From an optimization exercise on the open Yosys and OpenROAD flow, aimed at small area and a short achievable clock period; shortcuts taken in it are not production practice. Power and IR drop assume default switching activity.

Setup of the baseline:
Design alu_top, start of the top module:
module alu_top (
    input  logic        clk,
    input  logic        rst,
    input  logic        valid_instruction,
    input  logic [5:0]  opcode,
    input  logic [31:0] operand_a,
    input  logic [31:0] operand_b,
    input  logic        use_immediate,
    input  logic [31:0] immediate_value,
    output logic        resp_valid,
    output logic [31:0] resp_result,
    output logic        resp_carry,
    output logic        resp_overflow,
    output logic        resp_zero,
    output logic        resp_negative
);
Size: ~1100 cells after synthesis, ~120 flip-flops, about 140 I/O pins.
==> module adder_unit, before the edit <==
module adder_unit (
    input  logic [31:0] p,
    input  logic [31:0] g,
    input  logic        cin,
    output logic [32:0] c
);
    logic [31:0] gu [0:5];      
    logic [31:0] pu [0:5];
    logic [31:0] gd [0:4];      
    logic [31:0] pd [0:4];
    always_comb begin
        gu[0] = g;
        pu[0] = p;
        gu[0][0] = cin ? (g[0] | p[0]) : g[0];          
    end
    for (genvar l = 0; l < 5; l++) begin : g_up
        for (genvar i = 0; i < 32; i++) begin : g_bit
            if ((i % (2 << l)) == ((2 << l) - 1)) begin : g_op
                assign gu[l+1][i] = gu[l][i] | (pu[l][i] & gu[l][i-(1<<l)]);
                assign pu[l+1][i] = pu[l][i] & pu[l][i-(1<<l)];
            end else begin : g_pass
                assign gu[l+1][i] = gu[l][i];
                assign pu[l+1][i] = pu[l][i];
            end
        end
    end
    assign gd[4] = gu[5];
    assign pd[4] = pu[5];
    for (genvar l = 3; l >= 0; l--) begin : g_dn
        for (genvar i = 0; i < 32; i++) begin : g_bit
            if ((i >= (3 << l) - 1) && ((i + 1) % (2 << l) == (1 << l))) begin : g_op
                assign gd[l][i] = gd[l+1][i] | (pd[l+1][i] & gd[l+1][i-(1<<l)]);
                assign pd[l][i] = pd[l+1][i] & pd[l+1][i-(1<<l)];
            end else begin : g_pass
                assign gd[l][i] = gd[l+1][i];
                assign pd[l][i] = pd[l+1][i];
            end
        end
    end
    logic g_30_28, p_30_28, g_27_16, p_27_16, g_30_16, p_30_16, c31_fast;
    assign g_30_28  = gu[0][30] | (pu[0][30] & gu[2][29]);       
    assign p_30_28  = pu[0][30] & pu[2][29];
    assign g_27_16  = gu[3][27] | (pu[3][27] & gu[4][23]);       
    assign p_27_16  = pu[3][27] & pu[4][23];
    assign g_30_16  = g_30_28 | (p_30_28 & g_27_16);
    assign p_30_16  = p_30_28 & p_27_16;
    assign c31_fast = g_30_16 | (p_30_16 & gu[5][15]);           
    assign c = {gd[0][31], c31_fast, gd[0][29:0], cin};
endmodule
==> module logic_shift_unit, before the edit <==
module logic_shift_unit (
    input  logic [31:0] p,
    input  logic [31:0] g,
    input  logic [4:0]  m,
    input  logic [4:0]  mn,
    input  logic [2:0]  lut,
    input  logic        rot,
    input  logic        shr,
    input  logic        shl,
    input  logic        fill,
    output logic [31:0] out
);
    logic [31:0] r [0:4];
    logic [31:0] hi;            
    logic [31:0] keep;
    logic [31:0] k0, k1;        
    logic        mz;
    logic [31:0] ge;            
    assign ge = 32'hFFFF_FFFF << m;
    assign r[0] = p;
    for (genvar k = 0; k < 4; k++) begin : g_rot
        assign r[k+1] = (r[k] | {32{m[k]}}) & ({r[k][(1<<k)-1:0], r[k][31:(1<<k)]} | {32{mn[k]}});
    end
    assign mz   = ~|m;
    for (genvar i = 0; i < 32; i++) begin : g_hi
        assign hi[i] = ~ge[31-i];                      
    end
    assign keep = {32{rot}} | ({32{shr}} & ~hi) | ({32{shl}} & (hi | {32{mz}}));
    assign k0   = keep & {32{mn[4]}};
    assign k1   = keep & {32{m[4]}};
    assign out = (r[4] & k0)
               | ({r[4][15:0], r[4][31:16]} & k1)
               | ({32{fill & p[31]}} & hi)
               | (g & {32{lut[2]}})
               | (p & {32{lut[1]}})
               | (~(g | p) & {32{lut[0]}});
endmodule
==> module result_stage, before the edit <==
module result_stage (
    input  logic        clk,
    input  logic        rst,
    input  logic        valid,
    input  logic        arith,
    input  logic        sat,
    input  logic        cin,
    input  logic [31:0] p,
    input  logic [31:0] g,
    input  logic [32:0] c,
    input  logic [31:0] logic_shift,
    input  logic        flag,
    output logic        resp_valid,
    output logic [31:0] resp_result,
    output logic        resp_carry,
    output logic        resp_overflow,
    output logic        resp_zero,
    output logic        resp_negative
);
    logic        ovf;
    logic        add_en;
    logic [31:0] r0, r1;        
    logic [31:0] result_d;
    assign ovf    = ~p[31] & (c[31] ^ g[31]);
    assign add_en = arith | sat;
    assign r0 = logic_shift | (p & {32{add_en}});
    assign r1 = logic_shift | (~p & {32{add_en}});
    logic sat_same;
    logic clr, set;
    logic [31:0] x;
    assign sat_same = sat & ~p[31];
    assign clr      = sat_same & g[31] & ~c[31];      
    assign set      = sat_same & ~g[31] & c[31];      
    always_comb begin
        for (int i = 0; i < 32; i++) begin
            x[i] = c[i] ? r1[i] : r0[i];
        end
        result_d[30:0] = (x[30:0] & {31{~clr}}) | {31{set | flag}};
        result_d[31]   = (x[31] ^ (clr | set)) | flag;    
    end
    always_ff @(posedge clk or posedge rst) begin
        if (rst) begin
            resp_valid    <= 1'b0;
            resp_result   <= '0;
            resp_carry    <= 1'b0;
            resp_overflow <= 1'b0;
        end else begin
            resp_valid    <= valid;
            resp_result   <= result_d;
            resp_carry    <= arith & (c[32] ^ cin);
            resp_overflow <= add_en & ovf;
        end
    end
    assign resp_zero     = resp_valid & ~|resp_result;
    assign resp_negative = resp_result[31];
endmodule
clock: 6.0 ns
lec_check: 0
cap_margin: 20
core_margin: 2
core_utilization: 50
cts_buf_list: sky130_fd_sc_hd__clkbuf_8
setup_slack_margin: 3.12
slew_margin: 20
tns_end_percent: 100
standard.sh (not shown) runs the stock make flow with config.mk's settings and CLKGATE_MAP_FILE= SYNTH_SCRIPT=/design/flow/synth_recipe.tcl, a recipe that flattens the netlist after the stock synthesis.
==> flow/flow/run.sh <==
#!/bin/bash
# Own layout flow: the standard ORFS flow (standard.sh, standard synthesis
# unchanged) with two sizing changes: the I/O port buffers are inserted as
# buf_1 cells instead of the cell buffer_ports picks by default, and the
# resizer may swap cells across footprints (MATCH_CELL_FOOTPRINT=0), so those
# buffers and the logic can be upsized where timing needs it.
set -euo pipefail
export BUFFER_PORTS_ARGS="-buffer_cell sky130_fd_sc_hd__buf_1"
bash standard.sh MATCH_CELL_FOOTPRINT=0 finish > flow_make.log 2>&1
The baseline: flow completed, timing, DRC and antenna clean
Modified inputs, the candidate compared to the baseline
==> flow/design.v, changed modules only <==
module adder_unit (
    input  logic [31:0] p,
    input  logic [31:0] g,
    input  logic        cin,
    output logic [32:0] c
);
    logic [31:0] gu [0:5];      
    logic [31:0] pu [0:5];
    logic [31:0] gd [0:4];      
    logic [31:0] pd [0:4];
    always_comb begin
        gu[0] = g;
        pu[0] = p;
        gu[0][0] = cin ? (g[0] | p[0]) : g[0];          
    end
    for (genvar l = 0; l < 5; l++) begin : g_up
        for (genvar i = 0; i < 32; i++) begin : g_bit
            if ((i % (2 << l)) == ((2 << l) - 1)) begin : g_op
                assign gu[l+1][i] = gu[l][i] | (pu[l][i] & gu[l][i-(1<<l)]);
                assign pu[l+1][i] = pu[l][i] & pu[l][i-(1<<l)];
            end else begin : g_pass
                assign gu[l+1][i] = gu[l][i];
                assign pu[l+1][i] = pu[l][i];
            end
        end
    end
    assign gd[4] = gu[5];
    assign pd[4] = pu[5];
    for (genvar l = 3; l >= 0; l--) begin : g_dn
        for (genvar i = 0; i < 32; i++) begin : g_bit
            if ((i >= (3 << l) - 1) && ((i + 1) % (2 << l) == (1 << l))) begin : g_op
                assign gd[l][i] = gd[l+1][i] | (pd[l+1][i] & gd[l+1][i-(1<<l)]);
                assign pd[l][i] = pd[l+1][i] & pd[l+1][i-(1<<l)];
            end else begin : g_pass
                assign gd[l][i] = gd[l+1][i];
                assign pd[l][i] = pd[l+1][i];
            end
        end
    end
    assign c = {gd[0], cin};
endmodule
module logic_shift_unit (
    input  logic [31:0] p,
    input  logic [31:0] g,
    input  logic [4:0]  m,
    input  logic [4:0]  mn,
    input  logic [2:0]  lut,
    input  logic        rot,
    input  logic        shr,
    input  logic        shl,
    input  logic        fill,
    output logic [31:0] out
);
    logic [31:0] r [0:5];
    logic [31:0] hi;            
    logic [31:0] keep;
    logic        mz;
    logic        keep_hi, keep_lo, fill_hi;
    logic [31:0] ge;            
    assign ge = 32'hFFFF_FFFF << m;
    assign r[0] = p;
    for (genvar k = 0; k < 5; k++) begin : g_rot
        assign r[k+1] = (r[k] | {32{m[k]}}) & ({r[k][(1<<k)-1:0], r[k][31:(1<<k)]} | {32{mn[k]}});
    end
    assign mz      = ~|m;
    assign keep_hi = rot | shl;                        
    assign keep_lo = rot | shr | (shl & mz);           
    assign fill_hi = fill & p[31];                     
    for (genvar i = 0; i < 32; i++) begin : g_hi
        assign hi[i] = ~ge[31-i];                      
    end
    assign keep = (hi & {32{keep_hi}}) | (~hi & {32{keep_lo}});
    assign out = (r[5] & keep)
               | (hi & {32{fill_hi}})
               | (g & {32{lut[2]}})
               | (p & {32{lut[1]}})
               | (~(g | p) & {32{lut[0]}});
endmodule
module result_stage (
    input  logic        clk,
    input  logic        rst,
    input  logic        valid,
    input  logic        arith,
    input  logic        sat,
    input  logic        cin,
    input  logic [31:0] p,
    input  logic [31:0] g,
    input  logic [32:0] c,
    input  logic [31:0] logic_shift,
    input  logic        flag,
    output logic        resp_valid,
    output logic [31:0] resp_result,
    output logic        resp_carry,
    output logic        resp_overflow,
    output logic        resp_zero,
    output logic        resp_negative
);
    logic        ovf;
    logic        clamp;
    logic        add_en;
    logic [31:0] r0, r1;        
    logic [31:0] result_d;
    assign ovf    = ~p[31] & (c[31] ^ g[31]);
    assign clamp  = sat & ovf;
    assign add_en = arith | sat;
    assign r0 = logic_shift | (p & {32{add_en}});
    assign r1 = logic_shift | (~p & {32{add_en}});
    always_comb begin
        for (int i = 0; i < 32; i++) begin
            result_d[i] = c[i] ? r1[i] : r0[i];
        end
        if (clamp) result_d = {g[31], {31{~g[31]}}};     
        if (flag)  result_d = '1;
    end
    always_ff @(posedge clk or posedge rst) begin
        if (rst) begin
            resp_valid    <= 1'b0;
            resp_result   <= '0;
            resp_carry    <= 1'b0;
            resp_overflow <= 1'b0;
        end else begin
            resp_valid    <= valid;
            resp_result   <= result_d;
            resp_carry    <= arith & (c[32] ^ cin);
            resp_overflow <= add_en & ovf;
        end
    end
    assign resp_zero     = resp_valid & ~|resp_result;
    assign resp_negative = resp_result[31];
endmodule
### Flow results
The candidate: no failed stages, no open violations at the end
The baseline ended up with a311o_2 as its critical-path cell with the highest stage delay; the candidate ended up with dfrtp_1.
Worst hold slack | the candidate below the baseline
Going from the baseline to the candidate, smallest setup slack after layout now sits lower; overall track demand over capacity in global routing now larger; sequential share of the synthesized area up 0.76 points.
Global-route wire length before repair for the candidate: about 2.3% up relative to the baseline
The candidate against the baseline: die height down about 1.2%; power density relative to cell area up 4.8%; placed instance area down 2.2%.
Summary of the candidate over the baseline: worst reg-to-reg path cell count fell by 1, synthesized area lower, post-layout total power higher, count of buffers added by post-CTS timing repair for setup grew by 5.
Function was not checked in any run of this note: the RTL went through the layout flow alone.

-- what the ideal ports hide --
No port has a modelled driver above. Below, the same layouts with a new extraction and two added sets of constraints.
Step 1 (the two cells are an assumption about what drives the block):
set clk [get_ports {clk}]
set_driving_cell -lib_cell sky130_fd_sc_hd__clkbuf_16 $clk
set_driving_cell -lib_cell sky130_fd_sc_hd__buf_2 [delete_from_list [all_inputs] $clk]
Step 2, shift: input delay + t, output delay - t, t = (earliest + latest rising clock arrival at the registers) / 2. This alone moves slack from input paths to output paths.
a / b / c = ideal / step 1 / step 2; a / b = the first two.
run	shift t [ns]	setup WS [ns]	hold slack, ns	worst setup path at the end
the baseline	0.493	3.165 / 3.157 / 2.848	0.361 / 0.361 / 0.361	input to register
the candidate	0.508	3.157 / 3.112 / 2.799	0.357 / 0.357 / 0.357	input to register
After both steps setup and hold are still met in every run listed. The setup slack of the candidate, which loses most, moves by -0.045 ns with the drivers and by -0.358 ns with both steps.
